From an optimization exercise on the open Yosys and OpenROAD flow, aimed at small area, a short achievable clock period and few clock cycles; shortcuts taken in it are not production practice. Only simulation tests tie the RTL to the original design; equivalence was not proved.

Setup of east:
==> flow/design.v <==
package md_pkg;
   typedef enum logic [1:0] {
      MD_MULT  = 2'b00,
      MD_MULTU = 2'b01,
      MD_DIV   = 2'b10,
      MD_DIVU  = 2'b11
   } md_op_e;
endpackage
module md_div_step (
   input  logic [33:0] x_i,
   input  logic [31:0] b_i,
   input  logic        sgn_i,
   input  logic [3:0]  one_i,
   input  logic [3:0]  two_i,
   input  logic [3:0]  neg_i,
   input  logic        top1_i,
   input  logic        cin_i,
   output logic [41:0] sum_o
);
   localparam int W = 42;
   logic [32:0]  bx;
   logic [W-1:0] r0, r1, r2, r3, r4, r5;
   logic [W-1:0] s1a, c1a, s1b, c1b, s2, c2, s3, c3;
   logic [34:0]  pp [4];
   function automatic logic [W-1:0] maj(input logic [W-1:0] a, b, c);
      maj = (a & b) | (a & c) | (b & c);
   endfunction
   always_comb begin
      bx = {sgn_i & b_i[31], b_i};
      for (int i = 0; i < 4; i++)
         pp[i] = (({35{one_i[i]}} & {{2{bx[32]}}, bx}) | ({35{two_i[i]}} & {bx[32], bx, 1'b0}))
                 ^ {35{neg_i[i]}};
      r0 = '0;
      r0[32:0] = x_i[32:0];
      r0[33]   = x_i[33];
      r0[34]   = ~x_i[33];
      r0[35]   = 1'b1;
      r0[37]   = 1'b1;
      r0[39]   = 1'b1;
      r0[41]   = 1'b1;
      r1 = '0;  r1[0 +: 35] = {~pp[0][34], pp[0][33:0]};
      r2 = '0;  r2[2 +: 35] = {~pp[1][34], pp[1][33:0]};  r2[0] = neg_i[0];
      r3 = '0;  r3[4 +: 35] = {~pp[2][34], pp[2][33:0]};  r3[2] = neg_i[1];
      r4 = '0;  r4[6 +: 35] = {~pp[3][34], pp[3][33:0]};  r4[4] = neg_i[2];
      r5 = '0;
      if (top1_i) r5[8 +: 33] = bx;
      r5[6] = neg_i[3];
      r5[0] = cin_i;
      s1a = r0 ^ r1 ^ r2;     c1a = maj(r0, r1, r2) << 1;
      s1b = r3 ^ r4 ^ r5;     c1b = maj(r3, r4, r5) << 1;
      s2  = s1a ^ c1a ^ s1b;  c2  = maj(s1a, c1a, s1b) << 1;
      s3  = s2 ^ c2 ^ c1b;    c3  = maj(s2, c2, c1b) << 1;
      sum_o = s3 + c3;
   end
endmodule
import md_pkg::*;
module md_ctrl (
   input  logic        clk,
   input  logic        rst_n,
   input  logic        md_start,
   input  logic [1:0]  md_op,
   input  logic [31:0] md_a,
   input  logic [31:0] md_b,
   input  logic        md_flush,
   input  logic        md_rd_hi,
   input  logic        md_rd_lo,
   input  logic        md_wr_hi,
   input  logic        md_wr_lo,
   output logic        md_stall,
   output logic        md_busy,
   output logic        md_done,
   output logic [31:0] hi,
   output logic [31:0] lo
);
   logic        busy_q, done_q;
   logic        st_mul_q, st_nega_q, st_prep_q, st_div_q, st_corr_q, st_fixq_q, st_fixr_q;
   logic [4:0]  cnt;
   logic        sgn_q, sa_q, sb_q, hx_q;
   logic [3:0]  one_q, two_q, neg_q;
   logic        top1_q;
   logic [31:0] hi_q, lo_q, b_q;
   logic        accept, signed_op;
   assign accept    = !busy_q && md_start && !md_flush;
   assign signed_op = !md_op[0];
   function automatic logic [11:0] booth8(input logic [7:0] y8, input logic ym1);
      logic [8:0] y;
      y = {y8, ym1};
      for (int i = 0; i < 4; i++) begin
         booth8[i]     = y[2*i] ^ y[2*i+1];
         booth8[4 + i] = (y[2*i+2] & ~y[2*i+1] & ~y[2*i]) | (~y[2*i+2] & y[2*i+1] & y[2*i]);
         booth8[8 + i] = y[2*i+2] & ~(y[2*i+1] & y[2*i]);
      end
   endfunction
   function automatic logic [5:0] lzc32(input logic [31:0] x);
      lzc32 = 6'd32;
      for (int i = 0; i < 32; i++) if (x[i]) lzc32 = 31 - i;
   endfunction
   logic [33:0] dp_x;
   logic        dp_cin;
   logic [41:0] dp_sum;
   logic        last;
   assign last   = (cnt == 5'd0);
   assign dp_cin = st_nega_q | st_fixq_q | st_fixr_q;
   always_comb begin
      if (st_mul_q | st_corr_q)        dp_x = {hx_q, hx_q, hi_q};
      else if (st_div_q)               dp_x = {hx_q, hi_q, lo_q[31]};
      else if (st_nega_q | st_fixq_q)  dp_x = {2'b11, ~lo_q};
      else                             dp_x = {~hx_q, ~hx_q, ~hi_q};
   end
   md_div_step u_step (
      .x_i    (dp_x),
      .b_i    (b_q),
      .sgn_i  (sgn_q),
      .one_i  (one_q),
      .two_i  (two_q),
      .neg_i  (neg_q),
      .top1_i (top1_q),
      .cin_i  (dp_cin),
      .sum_o  (dp_sum)
   );
   logic q;
   assign q = !dp_sum[41];
   logic [5:0]  lza, lzb, lza_q, lzb_q;
   logic [6:0]  sdiff;
   logic [5:0]  s;                   
   logic [5:0]  t;
   logic [31:0] rot, mask;
   logic        dvz, qneg;
   assign lza   = (signed_op && md_a[31]) ? lzc32(~md_a) - 6'd1 : lzc32(md_a);
   assign lzb   = lzc32((signed_op && md_b[31]) ? ~md_b : md_b);
   assign sdiff = {1'b0, lzb_q} - {1'b0, lza_q} + 7'd1;
   always_comb begin
      if (lzb_q == 6'd32)                 s = 6'd32;
      else if (sdiff[6] || sdiff == 7'd0) s = 6'd0;
      else                                s = sdiff[5:0];
   end
   assign t     = 6'd32 - s;
   assign dvz   = (b_q == 32'd0);
   assign qneg  = (sa_q ^ sb_q) && !dvz;
   always_comb begin
      rot = lo_q;
      for (int k = 0; k < 5; k++)
         if (t[k]) rot = (rot << (1 << k)) | (rot >> (32 - (1 << k)));
   end
   assign mask = t[5] ? 32'd0 : (32'hFFFF_FFFF << t[4:0]);
   always_ff @(posedge clk or negedge rst_n) begin
      if (!rst_n) begin
         busy_q    <= 1'b0;
         done_q    <= 1'b0;
         st_mul_q  <= 1'b0;
         st_nega_q <= 1'b0;
         st_prep_q <= 1'b0;
         st_div_q  <= 1'b0;
         st_corr_q <= 1'b0;
         st_fixq_q <= 1'b0;
         st_fixr_q <= 1'b0;
         cnt     <= 5'd0;
         hi_q      <= 32'd0;
         lo_q      <= 32'd0;
      end else begin
         done_q <= 1'b0;
         if (!busy_q) begin
            if (accept) begin
               busy_q    <= 1'b1;
               st_mul_q  <= !md_op[1];
               st_nega_q <= md_op[1] && signed_op && md_a[31];
               st_prep_q <= md_op[1] && !(signed_op && md_a[31]);
               cnt     <= 5'd3;
               hi_q      <= 32'd0;
               lo_q      <= md_a;
            end else if (!md_flush && !md_start) begin
               if (md_wr_hi) hi_q <= md_a;
               if (md_wr_lo) lo_q <= md_a;
            end
         end else if (st_mul_q) begin
            hi_q  <= dp_sum[39:8];
            lo_q  <= {dp_sum[7:0], lo_q[31:8]};
            cnt <= cnt - 5'd1;
            if (last) begin
               st_mul_q <= 1'b0;
               busy_q   <= 1'b0;
               done_q   <= 1'b1;
            end
         end else if (st_nega_q) begin
            lo_q      <= dp_sum[31:0];
            st_nega_q <= 1'b0;
            st_prep_q <= 1'b1;
         end else if (st_prep_q) begin
            st_prep_q <= 1'b0;
            hi_q      <= rot & ~mask;
            lo_q      <= rot & mask;
            cnt     <= ~t[4:0];
            if (!t[5]) begin
               st_div_q <= 1'b1;
            end else if (sa_q) begin
               st_fixr_q <= 1'b1;
            end else begin
               busy_q <= 1'b0;
               done_q <= 1'b1;
            end
         end else if (st_div_q) begin
            hi_q  <= dp_sum[31:0];
            lo_q  <= {lo_q[30:0], q};
            cnt <= cnt - 5'd1;
            if (last) begin
               st_div_q <= 1'b0;
               if (!q && !sa_q) begin
                  st_corr_q <= 1'b1;
               end else if (qneg) begin
                  st_fixq_q <= 1'b1;
               end else if (sa_q) begin
                  st_fixr_q <= 1'b1;
               end else begin
                  busy_q <= 1'b0;
                  done_q <= 1'b1;
               end
            end
         end else if (st_corr_q) begin
            hi_q      <= dp_sum[31:0];
            st_corr_q <= 1'b0;
            if (qneg) begin
               st_fixq_q <= 1'b1;
            end else begin
               busy_q <= 1'b0;
               done_q <= 1'b1;
            end
         end else if (st_fixq_q) begin
            lo_q      <= dp_sum[31:0];
            st_fixq_q <= 1'b0;
            if (sa_q) begin
               st_fixr_q <= 1'b1;
            end else begin
               busy_q <= 1'b0;
               done_q <= 1'b1;
            end
         end else begin
            hi_q      <= dp_sum[31:0];
            st_fixr_q <= 1'b0;
            busy_q    <= 1'b0;
            done_q    <= 1'b1;
         end
      end
   end
   always_ff @(posedge clk) begin
      if (accept) begin
         b_q   <= md_b;
         lza_q <= lza;
         lzb_q <= lzb;
         sgn_q <= signed_op;
         sa_q  <= signed_op && md_a[31];
         sb_q  <= signed_op && md_b[31];
      end
      if (accept | st_prep_q)        hx_q <= 1'b0;
      else if (st_mul_q)             hx_q <= dp_sum[40];
      else if (st_div_q | st_corr_q) hx_q <= dp_sum[32];
      if (accept) begin
         {neg_q, two_q, one_q} <= md_op[1] ? 12'd0 : booth8(md_a[7:0], 1'b0);
         top1_q                <= 1'b0;
      end else if (st_mul_q) begin
         {neg_q, two_q, one_q} <= booth8(lo_q[15:8], lo_q[7]);
         top1_q                <= (cnt == 5'd1) && !sgn_q && lo_q[15];
      end else if (st_prep_q) begin
         {neg_q, two_q, one_q} <= !t[5] ? {3'd0, ~sb_q, 4'd0, 4'd1} : 12'd0;
         top1_q                <= 1'b0;
      end else if (st_div_q) begin
         {neg_q, two_q, one_q} <= '0;
         if (!last) begin
            one_q[0] <= 1'b1;
            neg_q[0] <= q ^ sb_q;
         end else if (!q && !sa_q) begin
            one_q[0] <= 1'b1;
            neg_q[0] <= sb_q;
         end else if (!qneg && !q) begin
            one_q[0] <= 1'b1;
            neg_q[0] <= ~sb_q;
         end
      end else if (st_corr_q) begin
         {neg_q, two_q, one_q} <= '0;
      end else if (st_fixq_q) begin
         {neg_q, two_q, one_q} <= '0;
         one_q[0] <= hx_q;
         neg_q[0] <= hx_q & ~sb_q;
      end
   end
   assign md_busy  = busy_q;
   assign md_done  = done_q;
   assign hi       = hi_q;
   assign lo       = lo_q;
   assign md_stall = busy_q && (md_start || md_rd_hi || md_rd_lo || md_wr_hi || md_wr_lo);
endmodule
export LEC_CHECK = 0
export ABC_AREA = 1
export CAP_MARGIN = 20
export CORE_MARGIN = 2
export CORE_UTILIZATION = 40
export SETUP_SLACK_MARGIN = 5
export SLEW_MARGIN = 20
create_clock -name core_clock -period 12.0 [get_ports {clk}]
standard.sh (not shown) runs the stock make flow with config.mk's settings and CLKGATE_MAP_FILE= SYNTH_SCRIPT=/design/flow/synth_recipe.tcl, a recipe that flattens the netlist after the stock synthesis.
==> flow/flow/run.sh <==
#!/bin/bash
set -euo pipefail
bash standard.sh SETUP_SLACK_MARGIN=6.2 "BUFFER_PORTS_ARGS=-buffer_cell sky130_fd_sc_hd__buf_1" finish > make_finish.log 2>&1
Testbench counts of east, summed over its fixed seeds: cycles 28,931.
The inputs of south differ from those of east as listed below.
--- a/flow/design.v
+++ b/flow/design.v
@@ -75,5 +75,5 @@
    logic        busy_q, done_q;
    logic        st_mul_q, st_nega_q, st_prep_q, st_div_q, st_corr_q, st_fixq_q, st_fixr_q;
-   logic [4:0]  cnt;
+   logic [4:0]  cnt_q;
    logic        sgn_q, sa_q, sb_q, hx_q;
    logic [3:0]  one_q, two_q, neg_q;
@@ -100,5 +100,5 @@
    logic [41:0] dp_sum;
    logic        last;
-   assign last   = (cnt == 5'd0);
+   assign last   = (cnt_q == 5'd0);
    assign dp_cin = st_nega_q | st_fixq_q | st_fixr_q;
    always_comb begin
@@ -130,4 +130,6 @@
    assign lzb   = lzc32((signed_op && md_b[31]) ? ~md_b : md_b);
    assign sdiff = {1'b0, lzb_q} - {1'b0, lza_q} + 7'd1;
+   logic        div_zero;
+   assign div_zero = md_op[1] && (lzb < lza);
    always_comb begin
       if (lzb_q == 6'd32)                 s = 6'd32;
@@ -155,5 +157,5 @@
          st_fixq_q <= 1'b0;
          st_fixr_q <= 1'b0;
-         cnt     <= 5'd0;
+         cnt_q     <= 5'd0;
          hi_q      <= 32'd0;
          lo_q      <= 32'd0;
@@ -161,10 +163,14 @@
          done_q <= 1'b0;
          if (!busy_q) begin
-            if (accept) begin
+            if (accept && div_zero) begin
+               done_q    <= 1'b1;
+               hi_q      <= md_a;
+               lo_q      <= 32'd0;
+            end else if (accept) begin
                busy_q    <= 1'b1;
                st_mul_q  <= !md_op[1];
                st_nega_q <= md_op[1] && signed_op && md_a[31];
                st_prep_q <= md_op[1] && !(signed_op && md_a[31]);
-               cnt     <= 5'd3;
+               cnt_q     <= 5'd3;
                hi_q      <= 32'd0;
                lo_q      <= md_a;
@@ -176,5 +182,5 @@
             hi_q  <= dp_sum[39:8];
             lo_q  <= {dp_sum[7:0], lo_q[31:8]};
-            cnt <= cnt - 5'd1;
+            cnt_q <= cnt_q - 5'd1;
             if (last) begin
                st_mul_q <= 1'b0;
@@ -190,5 +196,5 @@
             hi_q      <= rot & ~mask;
             lo_q      <= rot & mask;
-            cnt     <= ~t[4:0];
+            cnt_q     <= ~t[4:0];
             if (!t[5]) begin
                st_div_q <= 1'b1;
@@ -202,5 +208,5 @@
             hi_q  <= dp_sum[31:0];
             lo_q  <= {lo_q[30:0], q};
-            cnt <= cnt - 5'd1;
+            cnt_q <= cnt_q - 5'd1;
             if (last) begin
                st_div_q <= 1'b0;
@@ -259,5 +265,5 @@
       end else if (st_mul_q) begin
          {neg_q, two_q, one_q} <= booth8(lo_q[15:8], lo_q[7]);
-         top1_q                <= (cnt == 5'd1) && !sgn_q && lo_q[15];
+         top1_q                <= (cnt_q == 5'd1) && !sgn_q && lo_q[15];
       end else if (st_prep_q) begin
          {neg_q, two_q, one_q} <= !t[5] ? {3'd0, ~sb_q, 4'd0, 4'd1} : 12'd0;
Results
- Looking at global-route usage across east and south, the one that comes out higher is south.
- Min sum of routed wire segments on met1 across east and south: east
- Lower critical path depth goes to east over south.
- Any difference in sequential cell count between east and south is small enough to ignore.
- Summary of south over east: tightest hold margin lost 0.082 ns; design area climbed about 4%; sum of routed wire length over all layers went up about 0.7%.
Testbench counts of south, summed over its fixed seeds: cycles 28,761.

re-timing with driven ports:
Ports are ideal in the flow. The routed layouts listed here were re-timed in OpenROAD. Step 1 (the two cells are an assumption about what drives the block):
set clk [get_ports {clk}]
set_driving_cell -lib_cell sky130_fd_sc_hd__clkbuf_16 $clk
set_driving_cell -lib_cell sky130_fd_sc_hd__buf_2 [delete_from_list [all_inputs] $clk]
Step 2 adds t to the input delays and takes it off the output delays; t is the mean of the earliest and latest rising clock arrival at the registers after step 1. Input paths then give back, and output paths get back, about the clock's delay inside the block. Slacks: ideal / step 1 / step 2; pairs: ideal / step 1.
run	t (ns)	setup slack, ns	clock arrival spread, ns	worst register clock-pin slew, ns
east	0.528	6.340 / 6.340 / 6.050	0.011 / 0.011	0.07 / 0.07
south	0.552	6.014 / 6.014 / 5.567	0.016 / 0.017	0.08 / 0.08
After both steps setup and hold are still met in every run listed. For south, which loses most, drivers alone change the setup slack by 0.000 ns; drivers and shift together by -0.447 ns.
